What follows belongs to an exercise in optimizing a design on an open flow for a short achievable clock period and few clock cycles per item; a production flow would make more cautious choices.
No functional check of the RTL was part of any run shown here.
No activity file was given, so power comes from the tool's default toggle rates.

`design/flow/design.v`:
```
package rv32i_types;
  localparam int ROB_ID_SIZE = 4;
  typedef struct packed {
    logic                   valid;
    logic                   mem_inst;
    logic                   l_s;           
    logic [2:0]             funct3;
    logic [31:0]            rs1_v;
    logic                   r1;            
    logic [ROB_ID_SIZE-1:0] rob_id;        
    logic [31:0]            rs2_v;
    logic                   r2;
    logic [ROB_ID_SIZE-1:0] rob_id2;
    logic [31:0]            ls_imm;
    logic [ROB_ID_SIZE-1:0] rob_id_dest;
  } ls_q_entry;
  localparam int LSQ_ENTRY_W = 6 + 3*32 + 2 + 3*ROB_ID_SIZE;
  typedef enum logic [1:0] {IDLE, REQ, DRAIN} lsq_state_t;
  localparam logic [2:0] F3_LB  = 3'b000;
  localparam logic [2:0] F3_LH  = 3'b001;
  localparam logic [2:0] F3_LW  = 3'b010;
  localparam logic [2:0] F3_LBU = 3'b100;
  localparam logic [2:0] F3_LHU = 3'b101;
  localparam logic [2:0] F3_SB  = 3'b000;
  localparam logic [2:0] F3_SH  = 3'b001;
  localparam logic [2:0] F3_SW  = 3'b010;
endpackage
module lsq_mem_align
(
  input  logic [31:0] base,
  input  logic [31:0] imm,
  input  logic [2:0]  funct3,
  input  logic        is_load,
  input  logic [31:0] st_data,
  output logic [31:0] addr,
  output logic [1:0]  off,
  output logic [3:0]  rmask,
  output logic [3:0]  wmask,
  output logic [31:0] wdata,
  output logic        misaligned,
  input  logic [2:0]  ld_funct3,
  input  logic [1:0]  ld_off,
  input  logic [31:0] rdata,
  output logic [31:0] ld_data
);
  logic [31:0] ea;
  logic [3:0]  mask;
  logic [31:0] sh;
  always_comb begin
    ea         = base + imm;
    addr       = {ea[31:2], 2'b00};
    off        = ea[1:0];
    mask       = 4'b1111;
    misaligned = 1'b0;
    case (funct3[1:0])
      2'b00:   mask = 4'b0001 << off;
      2'b01: begin
        mask       = 4'b0011 << off;
        misaligned = off[0];
      end
      default: misaligned = |off;
    endcase
    rmask = is_load ? mask : 4'b0000;
    wmask = is_load ? 4'b0000 : mask;
    wdata = is_load ? 32'h0 : (st_data << {off, 3'b000});
  end
  always_comb begin
    sh = rdata >> {ld_off, 3'b000};
    case (ld_funct3)
      rv32i_types::F3_LB:   ld_data = {{24{sh[7]}}, sh[7:0]};
      rv32i_types::F3_LH:   ld_data = {{16{sh[15]}}, sh[15:0]};
      rv32i_types::F3_LBU:  ld_data = {24'h0, sh[7:0]};
      rv32i_types::F3_LHU:  ld_data = {16'h0, sh[15:0]};
      default: ld_data = sh;
    endcase
  end
endmodule
module ls_queue
#(
  parameter int DEPTH = 4,
  parameter int ROB_W = rv32i_types::ROB_ID_SIZE,
  parameter bit COMB_REPORT = 1,    
  parameter bit COMB_GATE   = 1,    
  parameter bit CDB_REG     = 0,    
  parameter bit HEAD_BYPASS = 0     
) (
  input  logic             clk,
  input  logic             rst,
  input  logic [rv32i_types::LSQ_ENTRY_W-1:0] ls_q_inst1,
  output logic             ls_q_full,
  input  logic             flush,
  input  logic             cdb_valid,
  input  logic [ROB_W-1:0] cdb_rob_id,
  input  logic [31:0]      cdb_data,
  input  logic             rob_head_valid,
  input  logic [ROB_W-1:0] rob_head_id,
  output logic [31:0]      dmem_addr,
  output logic [3:0]       dmem_rmask,
  output logic [3:0]       dmem_wmask,
  output logic [31:0]      dmem_wdata,
  input  logic [31:0]      dmem_rdata,
  input  logic             dmem_resp,
  output logic             ld_valid,
  output logic [ROB_W-1:0] ld_rob_id,
  output logic [31:0]      ld_data,
  output logic             st_done,
  output logic [ROB_W-1:0] st_rob_id
);
  localparam int PW = $clog2(DEPTH);
  localparam int CW = PW + 1;
  logic [DEPTH-1:0]            qv_q, qv_d;         
  logic [DEPTH-1:0]            qls_q, qls_d;       
  logic [DEPTH-1:0][2:0]       qf3_q, qf3_d;
  logic [DEPTH-1:0][31:0]      qrs1_q, qrs1_d;
  logic [DEPTH-1:0]            qr1_q, qr1_d;
  logic [DEPTH-1:0][ROB_W-1:0] qid1_q, qid1_d;
  logic [DEPTH-1:0][31:0]      qrs2_q, qrs2_d;
  logic [DEPTH-1:0]            qr2_q, qr2_d;
  logic [DEPTH-1:0][ROB_W-1:0] qid2_q, qid2_d;
  logic [DEPTH-1:0][31:0]      qimm_q, qimm_d;
  logic [DEPTH-1:0][ROB_W-1:0] qdst_q, qdst_d;
  logic [DEPTH-1:0]            qa_q, qa_d;
  logic [DEPTH-1:0][31:0]      qaddr_q, qaddr_d;
  logic [DEPTH-1:0][1:0]       qoff_q, qoff_d;
  logic [DEPTH-1:0][3:0]       qmask_q, qmask_d;
  logic [DEPTH-1:0][31:0]      qwd_q, qwd_d;
  logic [PW-1:0]    head_q, head_d, tail_q, tail_d;
  logic [CW-1:0]    count_q, count_d;
  logic             full_q;
  logic             ov_q, ov_d;         
  logic             ocan_q, ocan_d;     
  logic             ols_q, ols_d;
  logic [2:0]       of3_q, of3_d;
  logic [1:0]       ooff_q, ooff_d;
  logic [31:0]      oaddr_q, oaddr_d, owd_q, owd_d;
  logic [3:0]       ormask_q, ormask_d, owmask_q, owmask_d;
  logic [ROB_W-1:0] odst_q, odst_d;
  logic             osg_q, osg_d;       
  logic             ldv_q, stv_q;
  logic [ROB_W-1:0] ldid_q, stid_q;
  logic [31:0]      ldd_q;
  logic             cv;
  logic [ROB_W-1:0] cid;
  logic [31:0]      cdat;
  logic             cv_q;
  logic [ROB_W-1:0] cid_q;
  logic [31:0]      cdat_q;
  rv32i_types::ls_q_entry inst_in;
  logic             in_r1, in_r2;
  logic [31:0]      in_rs1, in_rs2;
  logic             enq, pop, resp_ok, ofree, take;
  logic [DEPTH-1:0][31:0] c_addr, c_wd;
  logic [DEPTH-1:0][1:0]  c_off;
  logic [DEPTH-1:0][3:0]  c_mask;
  logic [DEPTH-1:0][3:0]  c_rm, c_wm;
  logic [DEPTH-1:0]       c_mis;
  logic [DEPTH-1:0][31:0] c_ldd;
  logic [31:0]      ext_ld;
  logic             h_rdy;
  logic [31:0]      h_addr, h_wd;
  logic [1:0]       h_off;
  logic [3:0]       h_mask;
  assign inst_in   = ls_q_inst1;
  assign ls_q_full = full_q;
  for (genvar g = 0; g < DEPTH; g++) begin : g_al
    lsq_mem_align u_align (
      .base      (qrs1_q[g]),
      .imm       (qimm_q[g]),
      .funct3    (qf3_q[g]),
      .is_load   (1'b0),
      .st_data   (qrs2_q[g]),
      .addr      (c_addr[g]),
      .off       (c_off[g]),
      .rmask     (c_rm[g]),
      .wmask     (c_mask[g]),
      .wdata     (c_wd[g]),
      .misaligned(c_mis[g]),
      .ld_funct3 (3'b000),
      .ld_off    (2'b00),
      .rdata     (32'h0),
      .ld_data   (c_ldd[g])
    );
  end
  lsq_mem_align u_ld (
    .base      (32'h0),
    .imm       (32'h0),
    .funct3    (3'b000),
    .is_load   (1'b1),
    .st_data   (32'h0),
    .addr      (),
    .off       (),
    .rmask     (),
    .wmask     (),
    .wdata     (),
    .misaligned(),
    .ld_funct3 (of3_q),
    .ld_off    (ooff_q),
    .rdata     (dmem_rdata),
    .ld_data   (ext_ld)
  );
  assign cv   = CDB_REG ? cv_q   : cdb_valid;
  assign cid  = CDB_REG ? cid_q  : cdb_rob_id;
  assign cdat = CDB_REG ? cdat_q : cdb_data;
  assign resp_ok = dmem_resp && ov_q && !ocan_q;
  assign dmem_addr  = oaddr_q;
  assign dmem_rmask = ormask_q;
  assign dmem_wmask = COMB_GATE ?
                      (owmask_q & {4{rob_head_valid && rob_head_id == odst_q}}) :
                      (owmask_q & {4{osg_q}});
  assign dmem_wdata = owd_q;
  assign ld_valid   = COMB_REPORT ? (resp_ok && ols_q) : ldv_q;
  assign ld_rob_id  = COMB_REPORT ? odst_q : ldid_q;
  assign ld_data    = COMB_REPORT ? ext_ld : ldd_q;
  assign st_done    = COMB_REPORT ? (resp_ok && !ols_q) : stv_q;
  assign st_rob_id  = COMB_REPORT ? odst_q : stid_q;
  assign h_rdy  = qv_q[head_q] && (qa_q[head_q] || (HEAD_BYPASS && qr1_q[head_q] && qr2_q[head_q]));
  assign h_addr = qa_q[head_q] ? qaddr_q[head_q] : c_addr[head_q];
  assign h_off  = qa_q[head_q] ? qoff_q[head_q]  : c_off[head_q];
  assign h_mask = qa_q[head_q] ? qmask_q[head_q] : c_mask[head_q];
  assign h_wd   = qa_q[head_q] ? qwd_q[head_q]   : c_wd[head_q];
  always_comb begin
    qv_d    = qv_q;
    qls_d   = qls_q;
    qf3_d   = qf3_q;
    qrs1_d  = qrs1_q;
    qr1_d   = qr1_q;
    qid1_d  = qid1_q;
    qrs2_d  = qrs2_q;
    qr2_d   = qr2_q;
    qid2_d  = qid2_q;
    qimm_d  = qimm_q;
    qdst_d  = qdst_q;
    qa_d    = qa_q;
    qaddr_d = qaddr_q;
    qoff_d  = qoff_q;
    qmask_d = qmask_q;
    qwd_d   = qwd_q;
    head_d  = head_q;
    tail_d  = tail_q;
    count_d = count_q;
    ov_d     = ov_q;
    ocan_d   = ocan_q;
    ols_d    = ols_q;
    of3_d    = of3_q;
    ooff_d   = ooff_q;
    oaddr_d  = oaddr_q;
    owd_d    = owd_q;
    ormask_d = ormask_q;
    owmask_d = owmask_q;
    odst_d   = odst_q;
    enq = inst_in.valid && inst_in.mem_inst && !full_q && !flush;
    in_rs1 = inst_in.rs1_v;
    in_r1  = inst_in.r1;
    in_rs2 = inst_in.rs2_v;
    in_r2  = inst_in.r2;
    if (!CDB_REG) begin
      if (cdb_valid && !inst_in.r1 && inst_in.rob_id == cdb_rob_id) begin
        in_rs1 = cdb_data;
        in_r1  = 1'b1;
      end
      if (cdb_valid && !inst_in.r2 && inst_in.rob_id2 == cdb_rob_id) begin
        in_rs2 = cdb_data;
        in_r2  = 1'b1;
      end
    end
    for (int i = 0; i < DEPTH; i++) begin
      if (cv && !qr1_q[i] && qid1_q[i] == cid) begin
        qrs1_d[i] = cdat;
        qr1_d[i]  = 1'b1;
      end
      if (cv && !qr2_q[i] && qid2_q[i] == cid) begin
        qrs2_d[i] = cdat;
        qr2_d[i]  = 1'b1;
      end
      if (qr1_q[i] && qr2_q[i] && !qa_q[i]) begin
        qa_d[i]    = 1'b1;
        qaddr_d[i] = c_addr[i];
        qoff_d[i]  = c_off[i];
        qmask_d[i] = c_mask[i];
        qwd_d[i]   = c_wd[i];
      end
    end
    ofree = !ov_q || (dmem_resp && (ols_q || ocan_q || COMB_GATE || osg_q));
    take  = ofree && h_rdy && !flush;
    pop   = take;
    if (ofree) begin
      ov_d     = 1'b0;
      ocan_d   = 1'b0;
      ormask_d = '0;
      owmask_d = '0;
    end
    if (take) begin
      ov_d     = 1'b1;
      ocan_d   = 1'b0;
      ols_d    = qls_q[head_q];
      of3_d    = qf3_q[head_q];
      ooff_d   = h_off;
      oaddr_d  = h_addr;
      owd_d    = h_wd;
      ormask_d = qls_q[head_q] ? h_mask : 4'b0000;
      owmask_d = qls_q[head_q] ? 4'b0000 : h_mask;
      odst_d   = qdst_q[head_q];
    end
    if (flush && !ofree) begin
      if (ols_q) ocan_d = 1'b1;
      else begin
        ov_d     = 1'b0;
        owmask_d = '0;
      end
    end
    for (int i = 0; i < DEPTH; i++) begin
      if (pop && PW'(i) == head_q) qv_d[i] = 1'b0;
      if (enq && PW'(i) == tail_q) begin
        qv_d[i]   = 1'b1;
        qls_d[i]  = inst_in.l_s;
        qf3_d[i]  = inst_in.funct3;
        qrs1_d[i] = in_rs1;
        qr1_d[i]  = in_r1;
        qid1_d[i] = inst_in.rob_id;
        qrs2_d[i] = in_rs2;
        qr2_d[i]  = in_r2;
        qid2_d[i] = inst_in.rob_id2;
        qimm_d[i] = inst_in.ls_imm;
        qdst_d[i] = inst_in.rob_id_dest;
        qa_d[i]   = 1'b0;
      end
    end
    if (pop)
      head_d = head_q + PW'(1);
    if (enq)
      tail_d = tail_q + PW'(1);
    case ({enq, pop})
      2'b10:   count_d = count_q + CW'(1);
      2'b01:   count_d = count_q - CW'(1);
      default: count_d = count_q;
    endcase
    if (flush) begin
      qv_d    = '0;
      head_d  = '0;
      tail_d  = '0;
      count_d = '0;
    end
  end
  always_comb begin
    if (take)
      osg_d = !qls_q[head_q] && rob_head_valid && rob_head_id == qdst_q[head_q];
    else if (ofree || flush)
      osg_d = 1'b0;
    else
      osg_d = osg_q || (rob_head_valid && rob_head_id == odst_q);
  end
  always_ff @(posedge clk or negedge rst) begin
    if (!rst) begin
      qv_q     <= '0;
      qls_q    <= '0;
      qf3_q    <= '0;
      qrs1_q   <= '0;
      qr1_q    <= '0;
      qid1_q   <= '0;
      qrs2_q   <= '0;
      qr2_q    <= '0;
      qid2_q   <= '0;
      qimm_q   <= '0;
      qdst_q   <= '0;
      qa_q     <= '0;
      qaddr_q  <= '0;
      qoff_q   <= '0;
      qmask_q  <= '0;
      qwd_q    <= '0;
      head_q   <= '0;
      tail_q   <= '0;
      count_q  <= '0;
      full_q   <= 1'b0;
      ov_q     <= 1'b0;
      ocan_q   <= 1'b0;
      ols_q    <= 1'b0;
      of3_q    <= '0;
      ooff_q   <= '0;
      oaddr_q  <= '0;
      owd_q    <= '0;
      ormask_q <= '0;
      owmask_q <= '0;
      odst_q   <= '0;
      osg_q    <= 1'b0;
      ldv_q    <= 1'b0;
      stv_q    <= 1'b0;
      ldid_q   <= '0;
      stid_q   <= '0;
      ldd_q    <= '0;
      cv_q     <= 1'b0;
      cid_q    <= '0;
      cdat_q   <= '0;
    end else begin
      qv_q     <= qv_d;
      qls_q    <= qls_d;
      qf3_q    <= qf3_d;
      qrs1_q   <= qrs1_d;
      qr1_q    <= qr1_d;
      qid1_q   <= qid1_d;
      qrs2_q   <= qrs2_d;
      qr2_q    <= qr2_d;
      qid2_q   <= qid2_d;
      qimm_q   <= qimm_d;
      qdst_q   <= qdst_d;
      qa_q     <= qa_d;
      qaddr_q  <= qaddr_d;
      qoff_q   <= qoff_d;
      qmask_q  <= qmask_d;
      qwd_q    <= qwd_d;
      head_q   <= head_d;
      tail_q   <= tail_d;
      count_q  <= count_d;
      full_q   <= (count_d == CW'(DEPTH));
      ov_q     <= ov_d;
      ocan_q   <= ocan_d;
      ols_q    <= ols_d;
      of3_q    <= of3_d;
      ooff_q   <= ooff_d;
      oaddr_q  <= oaddr_d;
      owd_q    <= owd_d;
      ormask_q <= ormask_d;
      owmask_q <= owmask_d;
      odst_q   <= odst_d;
      osg_q    <= osg_d;
      ldv_q    <= resp_ok && ols_q && !flush;
      stv_q    <= resp_ok && !ols_q;
      ldid_q   <= odst_q;
      stid_q   <= odst_q;
      ldd_q    <= ext_ld;
      cv_q     <= cdb_valid;
      cid_q    <= cdb_rob_id;
      cdat_q   <= cdb_data;
    end
  end
endmodule
```
`design/flow/run.sh`:
```
#!/bin/bash
# synth_recipe.tcl (not shown) runs the flow's synth.tcl, then flattens the netlist and writes it again
# the make line also repeats each setting of config.mk as NAME=value (left out here)
make -C /OpenROAD-flow-scripts/flow DESIGN_CONFIG=/design/flow/config.mk WORK_HOME=/design/flow/orfs CLKGATE_MAP_FILE= SYNTH_SCRIPT=/design/flow/synth_recipe.tcl finish
```
`design/flow/config.mk`:
```
export PLATFORM = sky130hd
export DESIGN_NAME = ls_queue
export DESIGN_NICKNAME = ls_queue
export VERILOG_FILES = /design/flow/design.v
export SDC_FILE = /design/flow/constraint.sdc
export NUM_CORES = 4
export LEC_CHECK = 0
export CAP_MARGIN = 20
export CORE_MARGIN = 2
export CORE_UTILIZATION = 40
export SLEW_MARGIN = 20
```
`design/flow/constraint.sdc`:
```
create_clock -name core_clock -period 5.5 [get_ports {clk}]
set_input_delay 1.1000 -clock core_clock [delete_from_list [all_inputs] [get_ports {clk}]]
set_output_delay 1.1000 -clock core_clock [all_outputs]
set_load 0.01 [all_outputs]
```
==> results of run 1 <==
-- path summary, 6_finish.rpt --
check / startpoint / to / slack, ns
setup / recovery: ooff_q[1] / ld_data[13] / 1.14
hold / removal: rst / qimm_q[117] / 0.47
setup reg to reg: head_q[0] / oaddr_q[19] / 1.30
hold reg to reg: qf3_q[11] / qf3_q[11] / 0.47
max in group asynchronous: rst / head_q[0] / 3.86
min in group core_clock: qf3_q[11] / qf3_q[11] / 0.47
-- power by group through the flow --
| stage | logic, mW | registers (mW) | clock network, mW |
|---|---|---|---|
| final | 13.9 | 9.86 | 6.56 |
| after global routing | 15.1 | 10.1 | 6.89 |
| after CTS | 13.7 | 9.81 | 6.63 |
| after detailed placement | 13.6 | 9.90 | 0 |
| after global placement | 13.4 | 9.85 | 0 |
| after floorplan | 8.95 | 9.28 | 0 |
-- worst max-delay path, stage by stage (launching register included) --
cell and delay (ns):
dfrtp_1 1.03, mux2i_1 0.23, a21oi_1 0.28, nand3b_1 0.30, o21ai_0 0.19, clkdlybuf4s50_1 0.56
-- state kept, by name (all words and copies together) (netlist names), 8 cells and up --
register / flops
qoff_q: 8
qimm_q: 128
qmask_q: 16
owd_q: 32
qrs2_q: 128
oaddr_q: 30
qrs1_q: 128
qid2_q: 16
qwd_q: 128
qdst_q: 16
qid1_q: 16
qf3_q: 12
qaddr_q: 120
-- Yosys cell counts (8+ instances only) --
cell and number:
a31oi_1 33, a211oi_1 53, xnor2_1 74, clkbuf_1 256
nor2_1 717, nand3_1 36, a221o_1 8, nor3_1 29
ha_1 133, a21o_1 53, nand2_1 1237, o22ai_1 265
nand3b_1 10, mux4_2 33, nand4_1 12, a21oi_1 222
mux2i_1 62, nor2b_1 27, o21ai_1 42, and3_1 15
and2_1 16, inv_1 59, mux2_2 87, o21bai_1 9
dfrtp_1 826, xor2_1 69, o21a_1 17, buf_1 42
o21ai_0 511, o211ai_1 83, nand2b_1 22, buf_2 35
clkbuf_2 32, a22oi_1 39
-- metrics by stage --
stage / hold slack, ns / utilization [%] / total power, mW / setup WS, ns / instances
finish: 0.473 / 47.3 / 30.3 / 1.14 / 6981
global route: 0.495 / 47.3 / 32.1 / 0.904 / 6981
CTS: 0.474 / 47.3 / 30.1 / 1.13 / 6979
detailed placement: 0.460 / 44.4 / 23.5 / 1.18 / 6803
global placement: 0.455 / 44.3 / 23.3 / 1.14 / 6802
floorplan: 0.440 / - / 18.2 / 1.98 / 5289
-- final cells by class --
type,count,area [µm²],area share [%]
inverters,62,233,0.444
clock buffers,140,2810,5.37
diodes,2,5.00,0.00956
multi-input cells,4030,22400,42.8
well taps,1488,1860,3.55
clock inverters,36,385,0.736
flip-flops and latches,826,20700,39.5
repair buffers,397,3980,7.61
-- cells by family after synthesis --
kind of cell	Yosys count
multiplexers	182
AO/OA/AOI/OAI	1408
XOR/XNOR	143
other	1
adder cells (fa/ha/maj)	138
flip-flops	826
buffers and inverters	433
AND/OR/NAND/NOR	2157
-- layer usage --
| metal | global-route usage (%) | up-vias | part of all wire, % |
|---|---|---|---|
| li1 | - | 18500 | - |
| met1 | 39.7 | 19700 | 42 |
| met2 | 45.5 | 1743 | 45 |
| met3 | 4.95 | 347 | 8.0 |
| met5 | 0 | - | 0.0076 |
| met4 | 12.6 | 2 | 4.6 |
==> results.json, run 1 <==
{
  "switching_share_pct": 42.5,
  "fin_skew_ns": 0.0265,
  "ant_nets": 0,
  "die_area_mm2": 0.114,
  "grt_max_degree": 138,
  "cp-end-kind": "output port",
  "p_int_mw": 17.4,
  "rows": 122,
  "peakVddDrop_mv": 0.365,
  "fmaxAchievable_mhz": 229,
  "fp.dieW_um": 338,
  "synth_top_family_by_area": "simple AND/OR/NAND/NOR gates",
  "vias_per_cell": 5.77,
  "crit_arrival_ns": 3.26,
  "post_drt_wl_per_cell_um": 24.4,
  "htreeDepth": 3,
  "io_pins": 309,
  "root_buffer": "clkbuf_16",
  "fillers": 10700,
  "avgSynthCellArea_um2": 8.45,
  "areaGrowthSynthToFinish_pct": 17.2,
  "ys_ff_latch": 826,
  "yosys.area_share.simple_pct": 19.2,
  "final-max-slew-violation-count": 0,
  "final_nets": 5745,
  "tightestPinTransition_ns": 1.23,
  "synth_top_cell_by_area": "dfrtp_1",
  "netlist_instances": 5288,
  "cts_sinks": 826,
  "grt_pass1_vias": 38400,
  "drt-pass1-iter-count": 6,
  "dpl.hpwl_mm": 116,
  "clk_transition_reported_paths_ns": 0.06,
  "ys_types": 77,
  "crit_required_ns": 4.40,
  "rsz0062_at_grt": "no",
  "grt_pass1_wl_mm": 254,
  "clock_path_buffers": 3,
  "crit_type": "register to output port",
  "max-cap-violations": 0,
  "grtUsageTotal_pct": 29.1,
  "initial_core_util_pct": 40.3,
  "gp_congestion": 0.968,
  "final_area_mm2": 0.0524,
  "layout_commonest_cell": "nand2_1",
  "async_flop_share_pct": 100,
  "synth_warnings": 2,
  "synth_edf_count": 0,
  "num_vias": 40300,
  "finalCritPeriodShare_pct": 79.3,
  "synth-compound-area-share_pct": 18.7,
  "p_switching_mw": 12.9,
  "numCtsBuffers": 96,
  "setup_tns_ns": 0,
  "combPwrFrac_pct": 45.8,
  "seq_area_frac_synth_pct": 46.2,
  "clock_latency_ns": 0.67,
  "syn-cell-area_mm2": 0.0447,
  "cts_hold_buf": 0,
  "final_cell_mix": "nand2_1, dfrtp_1, nor2_1, o21ai_0, clkdlybuf4s50_1",
  "crit_path_start_kind": "register",
  "hold_violations": 0,
  "antenna_found_initial": 6,
  "setup_viol": 0,
  "drive_gt1_share_pct": 7.38,
  "run_status": "complete, no violations",
  "synthTopCellsByArea": "dfrtp_1, nand2_1, nor2_1",
  "dpl_cell_area_mm2": 0.0492,
  "period_needed_ns": 4.36,
  "worst-path-max-fanout": 28,
  "fp.dieH_um": 338,
  "core_mm2": 0.111,
  "routed_wl_mm": 170,
  "reg2reg_depth": 8,
  "port_buffers": 306,
  "synth_top_area_share_pct": 46.2,
  "overflow": 0,
  "drc": 0,
  "power_density_mw_per_mm2": 578,
  "ctsResizeCount": 0,
  "drtIter0Drc": 3899,
  "cts_tree": "done",
  "synth-xor-area-share_pct": 2.80,
  "synth_mux_area_share_pct": 5.24,
  "cts_setup_buffers": 0,
  "synth_adder_area_share_pct": 3.95,
  "relSlewSlack_pct": 17.6,
  "leakagePower_nw": 23.5,
  "hold_class": "input port to asynchronous set/reset pin",
  "seq_power_share_pct": 32.6,
  "synth_top_flop_cell": "dfrtp_1",
  "p_clk_share_pct": 21.7
}
==> inputs of run 2 (changes only) <==
--- a/design/flow/design.v
+++ b/design/flow/design.v
@@ -137,4 +137,9 @@
   logic [ROB_W-1:0] odst_q, odst_d;
   logic             osg_q, osg_d;       
+  logic             old_q, old_d;       
+  logic             ost_q, ost_d;       
+  logic [3:0][3:0]  osel_q, osel_d;     
+  logic [3:0]       osgn_q, osgn_d;     
+  logic [3:0]       oext_q, oext_d;     
   logic             ldv_q, stv_q;
   logic [ROB_W-1:0] ldid_q, stid_q;
@@ -156,5 +161,8 @@
   logic [DEPTH-1:0]       c_mis;
   logic [DEPTH-1:0][31:0] c_ldd;
-  logic [31:0]      ext_ld;
+  logic [31:0]      ext_ld, fast_ld;
+  logic             sgn;
+  logic [3:0][3:0]  n_sel;
+  logic [3:0]       n_sgn, n_ext;
   logic             h_rdy;
   logic [31:0]      h_addr, h_wd;
@@ -209,8 +217,45 @@
                       (owmask_q & {4{osg_q}});
   assign dmem_wdata = owd_q;
-  assign ld_valid   = COMB_REPORT ? (resp_ok && ols_q) : ldv_q;
+  assign ld_valid   = COMB_REPORT ? (dmem_resp && old_q) : ldv_q;
   assign ld_rob_id  = COMB_REPORT ? odst_q : ldid_q;
-  assign ld_data    = COMB_REPORT ? ext_ld : ldd_q;
-  assign st_done    = COMB_REPORT ? (resp_ok && !ols_q) : stv_q;
+  assign ld_data    = COMB_REPORT ? fast_ld : ldd_q;
+  assign st_done    = COMB_REPORT ? (dmem_resp && ost_q) : stv_q;
+  always_comb begin
+    sgn = 1'b0;
+    for (int k = 0; k < 4; k++) sgn = sgn | (osgn_q[k] & dmem_rdata[8*k+7]);
+    for (int b = 0; b < 4; b++) begin
+      fast_ld[8*b +: 8] = {8{oext_q[b] & sgn}};
+      for (int k = 0; k < 4; k++)
+        fast_ld[8*b +: 8] = fast_ld[8*b +: 8] | ({8{osel_q[b][k]}} & dmem_rdata[8*k +: 8]);
+    end
+  end
+  always_comb begin
+    logic [1:0] o;
+    logic [2:0] f;
+    o = h_off;
+    f = qf3_q[head_q];
+    n_sel = '0;
+    n_sgn = '0;
+    n_ext = '0;
+    case (f[1:0])
+      2'b00: begin
+        n_sel[0][o] = 1'b1;
+        n_ext       = 4'b1110;
+        n_sgn[o]    = !f[2];
+      end
+      2'b01: begin
+        n_sel[0][{o[1], 1'b0}] = 1'b1;
+        n_sel[1][{o[1], 1'b1}] = 1'b1;
+        n_ext                  = 4'b1100;
+        n_sgn[{o[1], 1'b1}]    = !f[2];
+      end
+      default: begin
+        n_sel[0][0] = 1'b1;
+        n_sel[1][1] = 1'b1;
+        n_sel[2][2] = 1'b1;
+        n_sel[3][3] = 1'b1;
+      end
+    endcase
+  end
   assign st_rob_id  = COMB_REPORT ? odst_q : stid_q;
   assign h_rdy  = qv_q[head_q] && (qa_q[head_q] || (HEAD_BYPASS && qr1_q[head_q] && qr2_q[head_q]));
@@ -249,4 +294,9 @@
     owmask_d = owmask_q;
     odst_d   = odst_q;
+    old_d    = old_q;
+    ost_d    = ost_q;
+    osel_d   = osel_q;
+    osgn_d   = osgn_q;
+    oext_d   = oext_q;
     enq = inst_in.valid && inst_in.mem_inst && !full_q && !flush;
     in_rs1 = inst_in.rs1_v;
@@ -289,6 +339,13 @@
       ormask_d = '0;
       owmask_d = '0;
+      old_d    = 1'b0;
+      ost_d    = 1'b0;
     end
     if (take) begin
+      old_d    = qls_q[head_q];
+      ost_d    = !qls_q[head_q];
+      osel_d   = n_sel;
+      osgn_d   = n_sgn;
+      oext_d   = n_ext;
       ov_d     = 1'b1;
       ocan_d   = 1'b0;
@@ -303,6 +360,9 @@
     end
     if (flush && !ofree) begin
-      if (ols_q) ocan_d = 1'b1;
-      else begin
+      if (ols_q) begin
+        ocan_d = 1'b1;
+        old_d  = 1'b0;
+      end else begin
+        ost_d    = 1'b0;
         ov_d     = 1'b0;
         owmask_d = '0;
@@ -383,4 +443,9 @@
       odst_q   <= '0;
       osg_q    <= 1'b0;
+      old_q    <= 1'b0;
+      ost_q    <= 1'b0;
+      osel_q   <= '0;
+      osgn_q   <= '0;
+      oext_q   <= '0;
       ldv_q    <= 1'b0;
       stv_q    <= 1'b0;
@@ -423,4 +488,9 @@
       odst_q   <= odst_d;
       osg_q    <= osg_d;
+      old_q    <= old_d;
+      ost_q    <= ost_d;
+      osel_q   <= osel_d;
+      osgn_q   <= osgn_d;
+      oext_q   <= oext_d;
       ldv_q    <= resp_ok && ols_q && !flush;
       stv_q    <= resp_ok && !ols_q;
--- a/design/flow/config.mk
+++ b/design/flow/config.mk
@@ -6,6 +6,8 @@
 export NUM_CORES = 4
 export LEC_CHECK = 0
+export ABC_CLOCK_PERIOD_IN_PS = 3000
 export CAP_MARGIN = 20
 export CORE_MARGIN = 2
 export CORE_UTILIZATION = 40
+export SETUP_SLACK_MARGIN = 2.5
 export SLEW_MARGIN = 20
==> run 2 against run 1 <==
Net effect: global-route usage is 2.2 points higher; cell area is 6.3% higher; critical path depth is 2 higher; highest routed layer unchanged; still clean; first-iteration DRC count is 19% higher; utilization is 1.6 points higher; sequential power hardly changed; non-clock buffer count is 93 higher; clock power hardly changed; clock-buffer cell count stayed put; worst hold slack worse by 0.093 ns; largest cell class unchanged; combinational power is 4% higher.
==> results.json, run 2 <==
{
  "initial_core_util_pct": 40.2,
  "fin_skew_ns": 0.0488,
  "grtUsageTotal_pct": 31.2,
  "cp-end-kind": "output port",
  "async_flop_share_pct": 100,
  "leakagePower_nw": 25.3,
  "gp_congestion": 0.967,
  "wl_met2_mm": 82.9,
  "routed_wl_mm": 186,
  "areaGrowthSynthToFinish_pct": 21.6,
  "drc": 0,
  "drive_gt1_share_pct": 13.4,
  "synth_top_cell_by_area": "dfrtp_1",
  "syn-cell-area_mm2": 0.0458,
  "num_vias": 42100,
  "seq_area_frac_synth_pct": 46.1,
  "cts_tree": "done",
  "ys_types": 96,
  "dp_cells": 6876,
  "drt-pass1-iter-count": 8,
  "drtIter0Drc": 4658,
  "dpl.hpwl_mm": 127,
  "final_cell_mix": "nand2_1, dfrtp_1, nor2_1, o21ai_0, o22ai_1",
  "power_density_mw_per_mm2": 559,
  "synthTopCellsByCount": "nand2_1, dfrtp_1, nor2_1",
  "p_int_mw": 17.9,
  "whs_ns": 0.379,
  "fmaxAchievable_mhz": 303,
  "switching_share_pct": 42.5,
  "cts_hold_buf": 0,
  "layout_commonest_cell": "nand2_1",
  "synth_warnings": 2,
  "final-max-slew-violation-count": 0,
  "fp.dieH_um": 342,
  "seq_power_share_pct": 32.6,
  "combPwrFrac_pct": 46.4,
  "hold_violations": 0,
  "final_nets": 5896,
  "avgSynthCellArea_um2": 8.57,
  "wl_met3_mm": 17.2,
  "synthTopCellsByArea": "dfrtp_1, nand2_1, nor2_1",
  "crit_arrival_ns": 2.21,
  "worst-path-max-fanout": 2,
  "wl_met1_mm": 76.7,
  "finalCritPeriodShare_pct": 60.1,
  "clock_path_buffers": 3,
  "core_mm2": 0.114,
  "numCtsBuffers": 96,
  "hold_class": "input port to asynchronous set/reset pin",
  "fp.dieW_um": 342,
  "synth_most_common_cell": "nand2_1",
  "p_clk_share_pct": 21.1,
  "io_pins": 309,
  "peakVddDrop_mv": 0.267,
  "run_status": "complete, no violations",
  "die_area_mm2": 0.117,
  "grt_max_degree": 124,
  "fin_cells": 7149,
  "netlist_instances": 5347,
  "max-cap-violations": 0,
  "rsz0062_at_grt": "yes",
  "clock_latency_ns": 0.71,
  "synth_top_area_share_pct": 46.1,
  "root_buffer": "clkbuf_16",
  "grt_pass1_vias": 40200,
  "antenna_found_initial": 17,
  "clk_transition_reported_paths_ns": 0.05,
  "post_drt_wl_per_cell_um": 26.1,
  "ant_nets": 0,
  "setup_tns_ns": 0,
  "crit_required_ns": 4.40,
  "tightestPinTransition_ns": 1.12,
  "overflow": 0,
  "top_layer": "met5",
  "grt_pass1_wl_mm": 273,
  "synth_top_flop_cell": "dfrtp_1",
  "setup_viol": 0,
  "p_switching_mw": 13.2,
  "htreeDepth": 3,
  "crit_path_start_kind": "input port",
  "port_buffers": 306,
  "ys_ff_latch": 844,
  "vias_per_cell": 5.89,
  "period_needed_ns": 3.31,
  "crit_type": "input port to output port",
  "relSlewSlack_pct": 24.8,
  "cts_sinks": 844,
  "rows": 124,
  "synth_edf_count": 0
}
run 2: layout make-up:
cell class / count / area [µm²]
Inverter: 60 / 234
Tap cell: 1512 / 1890
Fill cell: 10900 / 58200
Sequential cell: 844 / 21100
Timing Repair Buffer: 490 / 4880
Antenna cell: 5 / 12.5
Multi-Input combinational cell: 4067 / 24400
Clock buffer: 140 / 2840
Clock inverter: 31 / 318
run 2: per-layer routing:
metal	global-route usage [%]	up-vias
li1	-	18900
met1	42.4	20700
met2	48.4	2014
met3	5.96	403
met4	14.4	20
met5	0	-
run 2: logic make-up (layout without fill, tap and decap cells):
logic type | count (synthesis) | count (layout) | synth area share, %
and+or+nand+nor | 2261 | 2267 | 20.0
DFF | 844 | 844 | 46.1
adders and majority gates | 143 | 143 | 3.99
other | 1 | 7 | 0.00819
muxes | 176 | 176 | 5.36
AOI/OAI and AO/OA | 1341 | 1341 | 17.9
buffers and inverters | 443 | 721 | 4.04
xor gates and xnor gates | 138 | 138 | 2.64
run 2: final timing paths:
kind	endpoint	slack, ns	cells past startpoint	from
worst max-delay path	dmem_wmask[0]	2.19	7	rob_head_id[0]
max in group asynchronous	odst_q[1]	3.91	2	rst
worst max register to register	oaddr_q[16]	2.39	12	qrs1_q[0]
worst min-delay path	qimm_q[14]	0.38	1	rst
worst min register to register	qwd_q[73]	0.47	2	qwd_q[73]
min in group core_clock	qwd_q[73]	0.47	2	qwd_q[73]
run 2: stage by stage:
stage               cell area [µm²]  worst slack, ns  power, mW  utilization (%)
floorplan                     45900             2.44       17.6                -
global placement              50100             1.25       22.5             44.0
detailed placement            50100             1.21       22.7             44.0
CTS                           54800             2.17       30.3             48.1
global route                  55700             2.07       32.7             48.9
finish                        55700             2.19       31.1             48.9
run 2: critical path: stages:
cell and delay [ns]:
buf_6 0.09, a222oi_1 0.30, nor4b_4 0.26, buf_4 0.15, buf_6 0.09, and2_4 0.12, buf_6 0.09
run 2: power by group through the flow:
stage | Combinational (mW) | Clock (mW) | Sequential [mW]
6_report | 14.4 | 6.55 | 10.1
2_1_floorplan | 8.28 | 0 | 9.36
3_5_place_dp | 12.6 | 0 | 10.1
4_1_cts | 13.6 | 6.63 | 10.1
3_3_place_gp | 12.4 | 0 | 10.1
5_1_grt | 15.6 | 6.86 | 10.3
run 2: repair_timing:
action | in CTS | in global routing
resized for setup | 471 | 168
setup buffers | 60 | 30
gates cloned | 5 | 2
setup endpoints to repair | 523 | 363
pin swaps | 55 | 62
==> inputs of run 3 (changes only) <==
--- a/design/flow/config.mk
+++ b/design/flow/config.mk
@@ -6,8 +6,8 @@
 export NUM_CORES = 4
 export LEC_CHECK = 0
-export ABC_CLOCK_PERIOD_IN_PS = 3000
+export ABC_CLOCK_PERIOD_IN_PS = 2300
 export CAP_MARGIN = 20
 export CORE_MARGIN = 2
 export CORE_UTILIZATION = 40
-export SETUP_SLACK_MARGIN = 2.5
+export SETUP_SLACK_MARGIN = 3.2
 export SLEW_MARGIN = 20
==> run 3 against run 2 <==
Net effect: largest cell class unchanged; clock skew rose by 0.0059 ns; sequential power about the same; synthesized area is the same; via count increased by 11%; flip-flop and latch count did not move.
==> results.json, run 3 <==
{
  "numCtsBuffers": 98,
  "async_flop_share_pct": 100,
  "run_status": "complete, no violations",
  "synthTopCellsByCount": "nand2_1, dfrtp_1, nor2_1",
  "gp_congestion": 0.926,
  "final_nets": 6333,
  "tightestPinTransition_ns": 1.36,
  "cts_sinks": 844,
  "clk_transition_reported_paths_ns": 0.06,
  "worst-path-max-fanout": 4,
  "crit_path_start_kind": "input port",
  "reg2reg_depth": 14,
  "peakVddDrop_mv": 0.356,
  "areaGrowthSynthToFinish_pct": 43.8,
  "overflow": 0,
  "num_vias": 46800,
  "hold_violations": 0,
  "fp.dieH_um": 342,
  "clock_latency_ns": 0.74,
  "grt_pass1_wl_mm": 302,
  "setup_tns_ns": 0,
  "power_density_mw_per_mm2": 577,
  "p_switching_mw": 16.0,
  "vias_per_cell": 6.16,
  "max-cap-violations": 0,
  "synth_most_common_cell": "nand2_1",
  "ys_types": 96,
  "crit_required_ns": 4.40,
  "final_cell_mix": "nand2_1, dfrtp_1, nor2_1, buf_6, buf_4",
  "core_mm2": 0.114,
  "drive_gt1_share_pct": 30.5,
  "seq_area_frac_synth_pct": 46.1,
  "root_buffer": "clkbuf_16",
  "antenna_found_initial": 25,
  "fin_skew_ns": 0.0547,
  "crit_arrival_ns": 2.16,
  "grtUsageTotal_pct": 35.0,
  "fp.dieW_um": 342,
  "rows": 124,
  "relSlewSlack_pct": 9.30,
  "synth_warnings": 2,
  "grt_pass1_vias": 43500,
  "die_area_mm2": 0.117,
  "crit_type": "input port to output port",
  "seq_power_share_pct": 27.2,
  "netlist_instances": 5347,
  "synth_top_area_share_pct": 46.1,
  "synth_top_flop_cell": "dfrtp_1",
  "layout_commonest_cell": "nand2_1",
  "period_needed_ns": 3.26,
  "synth_top_cell_by_area": "dfrtp_1",
  "setup_viol": 0,
  "drc": 0,
  "combPwrFrac_pct": 53.8,
  "drtIter0Drc": 5909,
  "layout_setup_ws_ns": 2.24,
  "initial_core_util_pct": 40.2,
  "power_mw": 38.0,
  "cts_hold_buf": 0,
  "cts_tree": "done",
  "leakagePower_nw": 29.5,
  "htreeDepth": 3,
  "place_ws_ns": 1.27,
  "finalCritPeriodShare_pct": 59.3,
  "synth_edf_count": 0,
  "drt-pass1-iter-count": 6,
  "post_drt_wl_per_cell_um": 29.2,
  "p_clk_share_pct": 19.0,
  "clock_path_buffers": 3,
  "hold_class": "register to register",
  "io_pins": 309,
  "grt_max_degree": 112,
  "final-max-slew-violation-count": 0,
  "rsz0062_at_grt": "yes",
  "p_int_mw": 22.0,
  "dpl.hpwl_mm": 125,
  "fmaxAchievable_mhz": 307,
  "switching_share_pct": 42.1,
  "avgSynthCellArea_um2": 8.57,
  "cp-end-kind": "output port",
  "syn-cell-area_mm2": 0.0458,
  "synthTopCellsByArea": "dfrtp_1, nand2_1, nor2_1",
  "routed_wl_mm": 222,
  "port_buffers": 306,
  "ys_ff_latch": 844,
  "hold_depth": 2,
  "ant_nets": 0
}
-- run 3: changes by cell type in the layout (fill, tap and decap cells not counted), sizes merged, moves of 2 or more --
cell / delta
buf: +526
bufinv: +9
clkbuf: +20
clkdlybuf4s15: -13
clkdlybuf4s50: -86
clkinv: -2
clkinvlp: -4
diode: +6
dlygate4sd2: -8
dlymetal6s2s: -3
inv: +3
nand2: -2
or3: +3
-- run 3: final timing paths --
check,start,endpoint,slack (ns)
worst min register to register,qwd_q[56],qwd_q[56],0.47
worst max register to register,qimm_q[0],qaddr_q[30],2.27
worst min-delay path,qwd_q[56],qwd_q[56],0.47
min in group asynchronous,rst,owd_q[24],0.50
worst max-delay path,rob_head_id[0],dmem_wmask[3],2.24
max in group asynchronous,rst,qid1_q[2],3.68
-- run 3: critical path: stages --
cell and delay (ns):
buf_6 0.09, a222oi_1 0.32, nor4b_4 0.35, and2_1 0.19, buf_6 0.11
-- run 3: power groups by stage --
| stage | registers [mW] | logic [mW] | clock network, mW |
|---|---|---|---|
| finish | 10.3 | 20.5 | 7.24 |
| global route | 10.5 | 21.5 | 7.51 |
| CTS | 10.1 | 17.5 | 7.25 |
| detailed placement | 10.1 | 13.1 | 0 |
| global placement | 10.0 | 12.9 | 0 |
| floorplan | 9.40 | 8.85 | 0 |
-- run 3: area by class of cell --
class | count | area, µm²
Tap cell | 1512 | 1890
Clock inverter | 31 | 526
Clock buffer | 150 | 3010
Fill cell | 9476 | 48000
Timing Repair inverter | 6 | 119
Sequential cell | 844 | 21100
Inverter | 60 | 273
Timing Repair Buffer | 917 | 10700
Antenna cell | 11 | 27.5
Multi-Input combinational cell | 4069 | 28100
-- run 3: routing by layer --
layer	global-route usage [%]	share of wire, %	up-vias
li1	-	-	19900
met1	45.0	36	22800
met2	52.7	43	3159
met3	9.56	13	964
met4	21.1	8.2	28
met5	0	0.10	-
-- run 3: kinds of logic (layout without fill, tap and decap cells) --
kind of cell             count (synthesis)  count (layout)  share of synthesized area (%)
buffers and inverters                  443            1164                           4.04
flip-flops                             844             844                           46.1
AO/OA/AOI/OAI                         1341            1341                           17.9
other                                    1              13                        0.00819
adder cells (fa/ha/maj)                143             143                           3.99
AND/OR/NAND/NOR                       2261            2269                           20.0
multiplexers                           176             176                           5.36
XOR/XNOR                               138             138                           2.64
-- run 3: timing repair --
action	CTS	global route
gates resized for setup	1539	700
endpoints found under the setup margin	877	700
pin swaps	273	342
buffers inserted	279	177
cloned	56	23
-- run 3: per-stage QoR --
stage	area [µm²]	utilization, %	hold slack, ns	std cells
finish	65900	57.8	0.473	7600
global route	65800	57.8	0.492	7593
CTS	61200	53.7	0.474	7389
detailed placement	51000	44.7	0.461	6873
global placement	51000	44.7	0.450	6873
floorplan	46900	-	0.438	5348

[re-timing with driven ports]
The flow's constraints put no driver on any port. The routed layouts listed below were extracted and timed again, unchanged, in two steps.
Step 1 (the two cells are an assumption about what drives the block):
set clk [get_ports {clk}]
set_driving_cell -lib_cell sky130_fd_sc_hd__clkbuf_16 $clk
set_driving_cell -lib_cell sky130_fd_sc_hd__buf_2 [delete_from_list [all_inputs] $clk]
Step 2 times the ports against the registers' clock, not the clock port: input delays grow and output delays shrink by t, the midpoint of the rising clock arrivals with the driver on.
a / b / c = ideal ports / drivers / drivers and shift; a / b = the first two.
run | t (ns) | setup slack, ns | worst setup path at the end | latest minus earliest clock arrival (ns) | worst data-port slew with drivers (ns)
run 1 | 0.724 | 1.140 / 1.073 / 1.048 | input to register | 0.030 / 0.030 | 0.16
run 2 | 0.762 | 2.194 / 2.157 / 1.835 | input to register | 0.051 / 0.051 | 0.21
run 3 | 0.788 | 2.239 / 2.206 / 2.171 | input to register | 0.057 / 0.057 | 0.24
After both steps every run listed still meets setup and hold. The setup slack of run 2, which loses most, moves by -0.037 ns with the drivers and by -0.359 ns with both steps.
